From an optimization exercise on the open Yosys and OpenROAD flow, aimed at small area, a short achievable clock period and few clock cycles per item; shortcuts taken in it are not production practice.
The RTL was checked by simulation tests, not by an equivalence proof against the original design.

### design/flow/design.v
package fvn_pkg;
    localparam int MAX_OCTAVES     = 8;
    localparam int COORD_FRAC_BITS = 16;
    localparam int FREQ_FRAC       = 12;
    localparam int CELL_LSB        = COORD_FRAC_BITS + FREQ_FRAC;
    localparam int FRAC_LSB        = CELL_LSB - 16;
    localparam int OCT_W           = 4;
    localparam int TOT_W = 35;
    localparam int SUM_W = 20;
    localparam int CNT_W = 6;
    localparam logic [31:0] MIX_C1    = 32'h7feb352d;
    localparam logic [31:0] MIX_C2    = 32'h846ca68b;
    localparam logic [31:0] CX_OFS    = 32'h9e3779b9;
    localparam logic [31:0] CZ_OFS    = 32'h85ebca6b;
    localparam logic [31:0] SEED_STEP = 32'd1013;
    localparam logic signed [15:0] ONE_OUT = 16'sd16384;
    typedef enum logic [3:0] {
        ST_IDLE,
        ST_SPLIT_X,
        ST_SPLIT_Z,
        ST_FADE,
        ST_HASH,
        ST_BLEND,
        ST_ACC,
        ST_AMP,
        ST_FREQ,
        ST_DIV,
        ST_DONE
    } t_state;
    typedef enum logic [1:0] {
        REG_SEED,
        REG_OCT,
        REG_PERS,
        REG_LAC
    } t_reg;
    function automatic logic signed [15:0] corner_value(input logic [15:0] top);
        logic [14:0] q1;
        logic [16:0] r1;
        logic [15:0] q;
        logic signed [15:0] v;
        q1 = top[15:1];
        r1 = {1'b0, top[0], 15'h7fff} + {2'b00, q1};
        q  = {1'b0, q1} + ((r1 >= 17'd65535) ? 16'd1 : 16'd0);
        v = $signed(q - 16'd16384);
        corner_value = v;
    endfunction
endpackage
module fvn_div (
    input  logic                          i_clk,
    input  logic                          i_rst_n,
    input  logic                          i_start,
    input  logic [fvn_pkg::TOT_W-1:0]     i_dividend,
    input  logic [fvn_pkg::SUM_W-1:0]     i_divisor,
    output logic                          o_done,
    output logic [fvn_pkg::TOT_W-1:0]     o_quot
);
    logic                        r_busy, n_busy;
    logic                        r_done, n_done;
    logic [fvn_pkg::CNT_W-1:0]   r_cnt, n_cnt;
    logic [fvn_pkg::SUM_W-1:0]   r_rem, n_rem;
    logic [fvn_pkg::TOT_W-1:0]   r_q, n_q;
    logic [fvn_pkg::SUM_W-1:0]   r_d, n_d;
    logic [fvn_pkg::SUM_W:0]     trial;
    logic                        ge;
    always_comb begin
        trial  = {r_rem, r_q[fvn_pkg::TOT_W-1]};
        ge     = (trial >= {1'b0, r_d});
        n_busy = r_busy;
        n_done = 1'b0;
        n_cnt  = r_cnt;
        n_rem  = r_rem;
        n_q    = r_q;
        n_d    = r_d;
        if (i_start) begin
            n_busy = 1'b1;
            n_cnt  = '0;
            n_rem  = '0;
            n_q    = i_dividend;
            n_d    = i_divisor;
        end else if (r_busy) begin
            n_rem = ge ? fvn_pkg::SUM_W'(trial - {1'b0, r_d}) : trial[fvn_pkg::SUM_W-1:0];
            n_q   = {r_q[fvn_pkg::TOT_W-2:0], ge};
            n_cnt = r_cnt + 1'b1;
            if (r_cnt == fvn_pkg::CNT_W'(fvn_pkg::TOT_W - 1)) begin
                n_busy = 1'b0;
                n_done = 1'b1;
            end
        end
    end
    always_ff @(posedge i_clk) begin
        if (!i_rst_n) begin
            r_busy <= 1'b0;
            r_done <= 1'b0;
            r_cnt  <= '0;
        end else begin
            r_busy <= n_busy;
            r_done <= n_done;
            r_cnt  <= n_cnt;
        end
    end
    always_ff @(posedge i_clk) begin
        r_rem <= n_rem;
        r_q   <= n_q;
        r_d   <= n_d;
    end
    assign o_done = r_done;
    assign o_quot = r_q;
endmodule
module fractal_value_noise_2d (
    input  logic               i_clk,
    input  logic               i_rst_n,
    input  logic               psel,
    input  logic               penable,
    input  logic               pwrite,
    input  logic [3:0]         paddr,
    input  logic [31:0]        pwdata,
    output logic [31:0]        prdata,
    output logic               pready,
    input  logic               i_in_valid,
    output logic               o_in_ready,
    input  logic signed [31:0] i_x_coord,
    input  logic signed [31:0] i_z_coord,
    output logic               o_out_valid,
    input  logic               i_out_ready,
    output logic signed [15:0] o_noise_value
);
    function automatic logic signed [32:0] uext(input logic [31:0] v);
        logic signed [32:0] r;
        r = $signed({1'b0, v});
        uext = r;
    endfunction
    logic [31:0] r_seed;
    logic [3:0]  r_oct;
    logic [15:0] r_pers;
    logic [15:0] r_lac;
    fvn_pkg::t_state r_state, n_state;
    logic [4:0]      r_step, n_step;
    logic [3:0]      r_idx, n_idx;
    logic [3:0]      r_n, n_n;
    logic            r_out_valid, n_out_valid;
    logic signed [31:0] r_x, n_x, r_z, n_z;
    logic [31:0] r_freq, n_freq;
    logic [16:0] r_amp, n_amp;
    logic [fvn_pkg::SUM_W-1:0] r_amp_sum, n_amp_sum;
    logic signed [fvn_pkg::TOT_W-1:0] r_total, n_total;
    logic [31:0] r_oseed, n_oseed;
    logic [31:0] r_cx, n_cx, r_cz, n_cz;
    logic [15:0] r_fx, n_fx, r_fz, n_fz;
    logic [15:0] r_fa, n_fa;
    logic [19:0] r_fp, n_fp;
    logic [16:0] r_sx, n_sx, r_sz, n_sz;
    logic [31:0] r_v, n_v, r_h, n_h;
    logic [3:0][15:0] r_top;
    logic [3:0][15:0] n_top;
    logic signed [16:0] r_b0, n_b0, r_b1, n_b1, r_samp, n_samp;
    logic signed [15:0] r_res, n_res, r_out, n_out;
    logic signed [32:0] mul_a, mul_b;
    logic signed [65:0] prod;
    logic signed [15:0] cv [4];
    logic        cfg_wr;
    logic [15:0] frac_sel;
    logic signed [32:0] p_lin;
    logic [20:0] f_raw;
    logic signed [20:0] p_raw;
    logic [1:0]  k;
    logic [1:0]  j;
    logic [31:0] cxs, czs, mix_in, mix_pre, p32, mix_res;
    logic signed [16:0] d0, d1;
    logic signed [17:0] d2, s2;
    logic [35:0] f_next;
    logic [fvn_pkg::TOT_W-1:0] mag, dividend;
    logic        div_start, div_done;
    logic [fvn_pkg::TOT_W-1:0] div_quot;
    logic [15:0] q_clamp;
    logic        in_acc;
    logic        out_free;
    assign pready = 1'b1;
    assign cfg_wr = psel & penable & pwrite;
    always_comb begin
        unique case (paddr[3:2])
            fvn_pkg::REG_SEED: prdata = r_seed;
            fvn_pkg::REG_OCT:  prdata = {28'd0, r_oct};
            fvn_pkg::REG_PERS: prdata = {16'd0, r_pers};
            fvn_pkg::REG_LAC:  prdata = {16'd0, r_lac};
        endcase
    end
    always_ff @(posedge i_clk) begin
        if (!i_rst_n) begin
            r_seed <= 32'd0;
            r_oct  <= 4'd4;
            r_pers <= 16'd32768;
            r_lac  <= 16'd8192;
        end else if (cfg_wr) begin
            unique case (paddr[3:2])
                fvn_pkg::REG_SEED: r_seed <= pwdata;
                fvn_pkg::REG_OCT:  r_oct  <= pwdata[3:0];
                fvn_pkg::REG_PERS: r_pers <= pwdata[15:0];
                fvn_pkg::REG_LAC:  r_lac  <= pwdata[15:0];
            endcase
        end
    end
    always_comb begin
        for (int i = 0; i < 4; i++) begin
            cv[i] = fvn_pkg::corner_value(r_top[i]);
        end
    end
    always_comb begin
        frac_sel = r_step[2] ? r_fz : r_fx;
        p_lin   = $signed({15'd0, frac_sel, 2'b00}) + $signed({16'd0, frac_sel, 1'b0})
                  - 33'sd983040;
        k       = r_step[4:3];
        j       = r_step[2:1];
        cxs     = r_cx + {31'd0, k[0]};
        czs     = r_cz + {31'd0, k[1]};
        priority case (j)
            2'd0:    mix_in = cxs + fvn_pkg::CX_OFS;
            2'd2:    mix_in = czs + fvn_pkg::CZ_OFS;
            default: mix_in = r_h;
        endcase
        mix_pre = mix_in ^ (mix_in >> 16);
        d0      = 17'(cv[1]) - 17'(cv[0]);
        d1      = 17'(cv[3]) - 17'(cv[2]);
        d2      = 18'(r_b1) - 18'(r_b0);
        mul_a   = '0;
        mul_b   = '0;
        unique case (r_state)
            fvn_pkg::ST_SPLIT_X: begin mul_a = 33'(r_x); mul_b = uext(r_freq); end
            fvn_pkg::ST_SPLIT_Z: begin mul_a = 33'(r_z); mul_b = uext(r_freq); end
            fvn_pkg::ST_FADE: begin
                unique case (r_step[1:0])
                    2'd0: begin mul_a = uext(32'(frac_sel)); mul_b = uext(32'(frac_sel)); end
                    2'd1: begin mul_a = uext(32'(r_fa));     mul_b = uext(32'(frac_sel)); end
                    2'd2: begin mul_a = p_lin;               mul_b = uext(32'(frac_sel)); end
                    2'd3: begin mul_a = uext(32'(r_fa));     mul_b = uext(32'(r_fp));     end
                endcase
            end
            fvn_pkg::ST_HASH: begin
                if (!r_step[0]) begin
                    mul_a = uext(mix_pre); mul_b = uext(fvn_pkg::MIX_C1);
                end else begin
                    mul_a = uext(r_v);     mul_b = uext(fvn_pkg::MIX_C2);
                end
            end
            fvn_pkg::ST_BLEND: begin
                priority case (r_step[1:0])
                    2'd0:    begin mul_a = 33'(d0); mul_b = uext(32'(r_sx)); end
                    2'd1:    begin mul_a = 33'(d1); mul_b = uext(32'(r_sx)); end
                    default: begin mul_a = 33'(d2); mul_b = uext(32'(r_sz)); end
                endcase
            end
            fvn_pkg::ST_ACC:  begin mul_a = 33'(r_samp);        mul_b = uext(32'(r_amp)); end
            fvn_pkg::ST_AMP:  begin mul_a = uext(32'(r_amp));   mul_b = uext(32'(r_pers)); end
            fvn_pkg::ST_FREQ: begin mul_a = uext(r_freq);       mul_b = uext(32'(r_lac)); end
            default: begin end
        endcase
    end
    assign prod = mul_a * mul_b;
    always_comb begin
        p32     = prod[31:0];
        mix_res = p32 ^ (p32 >> 16);
        p_raw   = prod[36:16];
        f_raw   = prod[36:16];
        s2      = 18'(r_b0) + prod[33:16];
        f_next  = prod[47:12];
        mag     = r_total[fvn_pkg::TOT_W-1] ? fvn_pkg::TOT_W'(-r_total)
                                            : fvn_pkg::TOT_W'(r_total);
        dividend = mag + fvn_pkg::TOT_W'(r_amp_sum[fvn_pkg::SUM_W-1:1]);
        q_clamp = (div_quot > fvn_pkg::TOT_W'(16384)) ? 16'd16384 : div_quot[15:0];
    end
    assign in_acc   = i_in_valid & o_in_ready;
    assign out_free = !r_out_valid || i_out_ready;
    always_comb begin
        n_state     = r_state;
        n_step      = r_step;
        n_idx       = r_idx;
        n_n         = r_n;
        n_out_valid = r_out_valid;
        n_x = r_x; n_z = r_z;
        n_freq = r_freq; n_amp = r_amp; n_amp_sum = r_amp_sum; n_total = r_total;
        n_oseed = r_oseed;
        n_cx = r_cx; n_cz = r_cz; n_fx = r_fx; n_fz = r_fz;
        n_fa = r_fa; n_fp = r_fp; n_sx = r_sx; n_sz = r_sz;
        n_v = r_v; n_h = r_h;
        n_top = r_top;
        n_b0 = r_b0; n_b1 = r_b1; n_samp = r_samp;
        n_res = r_res; n_out = r_out;
        div_start = 1'b0;
        if (r_out_valid && i_out_ready) begin
            n_out_valid = 1'b0;
        end
        unique case (r_state)
            fvn_pkg::ST_IDLE: begin
                if (in_acc) begin
                    n_x       = i_x_coord;
                    n_z       = i_z_coord;
                    n_n       = (r_oct > 4'(fvn_pkg::MAX_OCTAVES)) ?
                                4'(fvn_pkg::MAX_OCTAVES) : r_oct;
                    n_idx     = '0;
                    n_freq    = 32'd1 << fvn_pkg::FREQ_FRAC;
                    n_amp     = 17'd65536;
                    n_amp_sum = '0;
                    n_total   = '0;
                    n_oseed   = r_seed;
                    n_res     = '0;
                    n_step    = '0;
                    n_state   = (r_oct == 4'd0) ? fvn_pkg::ST_DONE : fvn_pkg::ST_SPLIT_X;
                end
            end
            fvn_pkg::ST_SPLIT_X: begin
                n_cx    = prod[fvn_pkg::CELL_LSB+31:fvn_pkg::CELL_LSB];
                n_fx    = prod[fvn_pkg::CELL_LSB-1:fvn_pkg::FRAC_LSB];
                n_state = fvn_pkg::ST_SPLIT_Z;
            end
            fvn_pkg::ST_SPLIT_Z: begin
                n_cz    = prod[fvn_pkg::CELL_LSB+31:fvn_pkg::CELL_LSB];
                n_fz    = prod[fvn_pkg::CELL_LSB-1:fvn_pkg::FRAC_LSB];
                n_step  = '0;
                n_state = fvn_pkg::ST_FADE;
            end
            fvn_pkg::ST_FADE: begin
                unique case (r_step[1:0])
                    2'd0: n_fa = prod[31:16];
                    2'd1: n_fa = prod[31:16];
                    2'd2: n_fp = 20'(p_raw + 21'sd655360);
                    2'd3: begin
                        if (r_step[2]) n_sz = (f_raw > 21'd65536) ? 17'd65536 : f_raw[16:0];
                        else           n_sx = (f_raw > 21'd65536) ? 17'd65536 : f_raw[16:0];
                    end
                endcase
                n_step = r_step + 5'd1;
                if (r_step == 5'd7) begin
                    n_step  = '0;
                    n_state = fvn_pkg::ST_HASH;
                end
            end
            fvn_pkg::ST_HASH: begin
                if (!r_step[0]) begin
                    n_v = p32 ^ (p32 >> 15);
                end else begin
                    unique case (j)
                        2'd0: n_h = r_oseed ^ mix_res;
                        2'd1: n_h = mix_res;
                        2'd2: n_h = r_h ^ mix_res;
                        2'd3: n_top[k] = mix_res[31:16];
                    endcase
                end
                n_step = r_step + 5'd1;
                if (r_step == 5'd31) begin
                    n_step  = '0;
                    n_state = fvn_pkg::ST_BLEND;
                end
            end
            fvn_pkg::ST_BLEND: begin
                priority case (r_step[1:0])
                    2'd0: n_b0 = 17'(cv[0]) + prod[32:16];
                    2'd1: n_b1 = 17'(cv[2]) + prod[32:16];
                    default: begin
                        n_samp  = s2[16:0];
                        n_state = fvn_pkg::ST_ACC;
                    end
                endcase
                n_step = r_step + 5'd1;
            end
            fvn_pkg::ST_ACC: begin
                n_total   = r_total + prod[fvn_pkg::TOT_W-1:0];
                n_amp_sum = r_amp_sum + fvn_pkg::SUM_W'(r_amp);
                n_state   = fvn_pkg::ST_AMP;
            end
            fvn_pkg::ST_AMP: begin
                n_amp   = prod[32:16];
                n_state = fvn_pkg::ST_FREQ;
            end
            fvn_pkg::ST_FREQ: begin
                n_freq  = (f_next[35:32] != 4'd0) ? 32'hFFFF_FFFF : f_next[31:0];
                n_oseed = r_oseed + fvn_pkg::SEED_STEP;
                n_idx   = r_idx + 4'd1;
                if (r_idx + 4'd1 == r_n) begin
                    div_start = 1'b1;
                    n_state   = fvn_pkg::ST_DIV;
                end else begin
                    n_state = fvn_pkg::ST_SPLIT_X;
                end
            end
            fvn_pkg::ST_DIV: begin
                if (div_done) begin
                    n_res   = r_total[fvn_pkg::TOT_W-1] ? $signed(-q_clamp) : $signed(q_clamp);
                    n_state = fvn_pkg::ST_DONE;
                end
            end
            fvn_pkg::ST_DONE: begin
                if (out_free) begin
                    n_out       = r_res;
                    n_out_valid = 1'b1;
                    n_state     = fvn_pkg::ST_IDLE;
                end
            end
            default: n_state = fvn_pkg::ST_IDLE;
        endcase
    end
    always_ff @(posedge i_clk) begin
        if (!i_rst_n) begin
            r_state     <= fvn_pkg::ST_IDLE;
            r_step      <= '0;
            r_idx       <= '0;
            r_n         <= '0;
            r_out_valid <= 1'b0;
        end else begin
            r_state     <= n_state;
            r_step      <= n_step;
            r_idx       <= n_idx;
            r_n         <= n_n;
            r_out_valid <= n_out_valid;
        end
    end
    always_ff @(posedge i_clk) begin
        r_x <= n_x; r_z <= n_z;
        r_freq <= n_freq; r_amp <= n_amp; r_amp_sum <= n_amp_sum; r_total <= n_total;
        r_oseed <= n_oseed;
        r_cx <= n_cx; r_cz <= n_cz; r_fx <= n_fx; r_fz <= n_fz;
        r_fa <= n_fa; r_fp <= n_fp; r_sx <= n_sx; r_sz <= n_sz;
        r_v <= n_v; r_h <= n_h;
        r_top <= n_top;
        r_b0 <= n_b0; r_b1 <= n_b1; r_samp <= n_samp;
        r_res <= n_res; r_out <= n_out;
    end
    fvn_div u_div (
        .i_clk      (i_clk),
        .i_rst_n    (i_rst_n),
        .i_start    (div_start),
        .i_dividend (dividend),
        .i_divisor  (n_amp_sum),
        .o_done     (div_done),
        .o_quot     (div_quot)
    );
    assign o_in_ready    = (r_state == fvn_pkg::ST_IDLE);
    assign o_out_valid   = r_out_valid;
    assign o_noise_value = r_out;
endmodule
### design/flow/run.sh
#!/bin/bash
# synth_recipe.tcl (not shown) runs the flow's synth.tcl, then flattens the netlist and writes it again
# the make line also repeats each setting of config.mk as NAME=value (left out here)
make -C /OpenROAD-flow-scripts/flow DESIGN_CONFIG=/design/flow/config.mk WORK_HOME=/design/flow/orfs CLKGATE_MAP_FILE= SYNTH_SCRIPT=/design/flow/synth_recipe.tcl finish
### design/flow/config.mk
export PLATFORM = sky130hd
export DESIGN_NAME = fractal_value_noise_2d
export DESIGN_NICKNAME = fractal_value_noise_2d
export VERILOG_FILES = /design/flow/design.v
export SDC_FILE = /design/flow/constraint.sdc
export NUM_CORES = 4
export LEC_CHECK = 0
export CAP_MARGIN = 20
export CORE_MARGIN = 2
export CORE_UTILIZATION = 40
export SLEW_MARGIN = 20
### design/flow/constraint.sdc
create_clock -name core_clock -period 16.0 [get_ports {i_clk}]
set_input_delay 3.2000 -clock core_clock [delete_from_list [all_inputs] [get_ports {i_clk}]]
set_output_delay 3.2000 -clock core_clock [all_outputs]
set_load 0.01 [all_outputs]
==> flow_metrics.py <==
metrics = {
    "sta": {
        "relSlewSlack_pct": 21.23,
        "fin_crit_ns": 15.46,
        "rsz0062_at_grt": "no",
        "tightest_slew_ns": 1.176,
        "hold_ws_ns": 0.4214,
        "final.period_utilization_pct": 96.61,
        "fin_skew_ns": 0.08705,
        "fin_setup_tns_ns": 0,
        "max_freq_mhz": 64.69,
        "slew_violations": 0,
        "setup-violations-final": 0,
        "hold_viol": 0,
    },
    "floorplanning": {
        "ios": 158,
        "rows": 164,
        "core_um2": 200300,
        "die_h_um": 453.3,
        "initial_core_util_pct": 40.32,
        "die_area_um2": 205500,
        "die-width_um": 453.3,
    },
    "run": {
        "maxCapViolCount": 0,
    },
    "status": {
        "status": "complete, no violations",
    },
    "routing": {
        "antenna_left": 0,
        "route.detailed.drc": 0,
        "postRouteWirelength_um": 286000,
        "vias_per_cell": 5.698,
        "dr.first_iter.drc_count": 7610,
        "wl_per_cell_um": 25.11,
        "first_pass_iters": 8,
        "vias": 64900,
    },
    "clock_tree": {
        "cts_tree": "yes",
        "clkSinkCount": 746,
        "cts-root-buf": "clkbuf_16",
        "insertion_delay_ns": 0.74,
        "cts_buffer_depth": 3,
        "cts_made_buffers": 85,
        "clk_transition_reported_paths_ns": 0.06,
        "htree_levels": 3,
    },
    "worst_setup_path": {
        "r2r-start": "r_top[35]",
        "cp_slowest_cell": "a32oi_1",
        "crit_type": "flip-flop to flip-flop",
        "cp_num_cells": 56,
        "r2r_cells": 56,
        "cp_common_cell": "fa_1",
        "crit_start": "r_top[35]",
        "critical-path-top-delay-family": "compound AO/OA/AOI/OAI gates",
        "worst-path-buf-inv": 9,
        "critPathArrivalTime_ns": 15.92,
        "cp-end-kind": "flip-flop",
        "crit_path_max_fanout": 9,
        "required_ns": 16.46,
        "critPathLaunchType": "flip-flop",
        "slowest_delay_ns": 0.75,
    },
    "yosys": {
        "synth_edf_count": 612,
        "ys_warn_count": 3,
        "synthArstFlopShare_pct": 0,
        "ys_types": 94,
        "netlist_area_um2": 80750,
        "syn_area_per_cell_um2": 9.403,
        "synth_nets": 10180,
        "synth_seq_area_share_pct": 26.08,
        "syn_inst": 8587,
        "synth_largest_area_cell": "fa_1",
        "synth_top_area_share_pct": 26.21,
        "synth_area_leaders": "fa_1, edfxtp_1, ha_1",
        "ys_ff_latch": 746,
        "ys.flop_type": "edfxtp_1",
    },
    "layout": {
        "regMostFlops": "r_top",
        "seq_area_um2": 21070,
        "drive_gt1_share_pct": 6.347,
        "stdcell_area_um2": 89340,
        "multi_input_area_um2": 53510,
        "largest_register_ff_count": 64,
        "nFillCells": 19320,
        "synthToLayoutAreaGrowth_pct": 10.64,
        "largestRegisters": "r_top (64), r_total (35), u_div.r_q (35)",
        "nNetsFinal": 10260,
    },
    "global_route": {
        "gr-usage-all-layers_pct": 27.83,
        "grt_pass1_vias": 64680,
        "grt_max_degree": 89,
        "overflow": 0,
        "grt_pass1_wl_um": 424700,
        "grt_antenna_before_repair": 8,
    },
    "worst_hold_path": {
        "hold_path_class": "flip-flop to flip-flop",
        "min-delay-start": "r_res[14]",
        "min_path_cells": 0,
    },
    "place": {
        "dp.final_hpwl_um": 227300,
        "gp_congestion": 0.9834,
        "portBuffers": 154,
        "dpl_cell_area_um2": 86250,
    },
}
## Yosys cell counts, types with 32 or more instances
cell type / number
inv_1: 1348
nand2_1: 1097
fa_1: 1057
nor2_1: 632
edfxtp_1: 612
ha_1: 431
a21oi_1: 402
xnor2_1: 348
clkbuf_1: 345
o21ai_0: 319
xor2_1: 149
nand3_1: 136
dfxtp_1: 134
nor3_1: 115
a21o_1: 103
and2_1: 102
a21boi_0: 84
o22ai_1: 76
mux2i_1: 75
and3_1: 60
a211oi_1: 52
nand2b_1: 49
o21a_1: 49
nor2b_1: 48
a22oi_1: 47
a222oi_1: 44
mux2_2: 43
o21bai_1: 41
o31ai_1: 41
or3_1: 41
buf_1: 39
nor4_1: 38
or2_2: 38
a31oi_1: 32
## worst paths after layout
path / slack (ns) / endpoint
max: 0.54 / r_total[33]
min: 0.42 / r_out[14]
max reg2reg: 0.54 / r_total[33]
min reg2reg: 0.42 / r_out[14]
## placed cells by master (no fill, tap or decap), types with 102 or more instances in the layout
master           instances
buf_4                  228
a21o_1                 103
fa_1                  1057
inv_1                 1345
nor2_1                 624
nand2_1               1096
xor2_1                 144
ha_1                   431
dfxtp_1                132
o21ai_0                312
xnor2_1                337
nor3_1                 106
nand3_1                135
edfxtp_1               612
clkdlybuf4s50_1        153
a21oi_1                393
and2_1                 102
## worst register-to-register path, delay by kind of cell, from the launching register on
family,cells,cell delay (ns)
AO/OA/AOI/OAI,24,6.07
adder cells (fa/ha/maj),13,5.65
AND/OR/NAND/NOR,8,1.80
buffers and inverters,9,0.86
flip-flops,1,0.52
XOR/XNOR,2,0.34
## metrics by stage
stage | cells | utilization, % | worst slack, ns
global route | 11380 | 44.60 | 0.04410
detailed placement | 11230 | 43.07 | 0.6042
global placement | 11230 | 43.07 | 0.6838
finish | 11390 | 44.61 | 0.5417
CTS | 11380 | 44.55 | 0.6100
floorplan | 8587 | - | 2.269
## timing repair
action                     4_1_cts  5_1_grt
hold buffers                     0        0
gates resized for setup          0       10
setup endpoints to repair        0       57
setup buffers                    0        5
## logic make-up (layout without fill, tap and decap cells)
| logic type | after synthesis | count (layout) | share of synthesized area [%] |
|---|---|---|---|
| AND/OR/NAND/NOR | 2448 | 2448 | 13.38 |
| adder cells (fa/ha/maj) | 1490 | 1490 | 32.91 |
| flip-flops | 746 | 746 | 26.08 |
| AO/OA/AOI/OAI | 1525 | 1525 | 12.32 |
| XOR/XNOR | 500 | 500 | 5.473 |
| buffers and inverters | 1755 | 1896 | 8.192 |
| other | 1 | 6 | 0.004644 |
| multiplexers | 122 | 122 | 1.641 |
## final cells by class
type | count | area share (%)
Multi-Input combinational cell | 6086 | 59.89
Clock buffer | 104 | 2.517
Sequential cell | 746 | 23.58
Inverter | 1353 | 5.690
Timing Repair Buffer | 389 | 3.783
Antenna cell | 5 | 0.01401
Tap cell | 2656 | 3.720
Clock inverter | 50 | 0.8025
## per-layer routing
| layer | track usage, % | up-vias | wire (um) |
|---|---|---|---|
| li1 | - | 28410 | - |
| met1 | 38.75 | 32730 | 117800 |
| met2 | 42.57 | 3226 | 125800 |
| met3 | 5.228 | 528 | 28290 |
| met4 | 11.39 | 4 | 14070 |
| met5 | 0 | - | 31 |
Testbench counts, summed over its fixed seeds: cycles 213,536, items 768.

[separate check: timing with driven ports]
How much do the figures lean on ideal ports? The routed layout below was timed once more, with nothing changed but the port constraints. Step 1 assumes that a clkbuf_16 drives the clock port and a buf_2 every other input. Step 2 times the ports against the registers' clock, not the clock port: input delays grow and output delays shrink by t, the midpoint of the rising clock arrivals with the driver on. Slacks: ideal / step 1 / step 2; pairs: ideal / step 1.
t (ns): 0.770
setup WS [ns]: 0.542 / 0.542 / 0.542
hold slack, ns: 0.421 / 0.421 / 0.421
worst setup path at the end: register to register
worst register clock-pin slew, ns: 0.07 / 0.07
After both steps setup and hold are still met in this run. For this run, drivers alone change the setup slack by 0.000 ns; drivers and shift together by 0.000 ns.
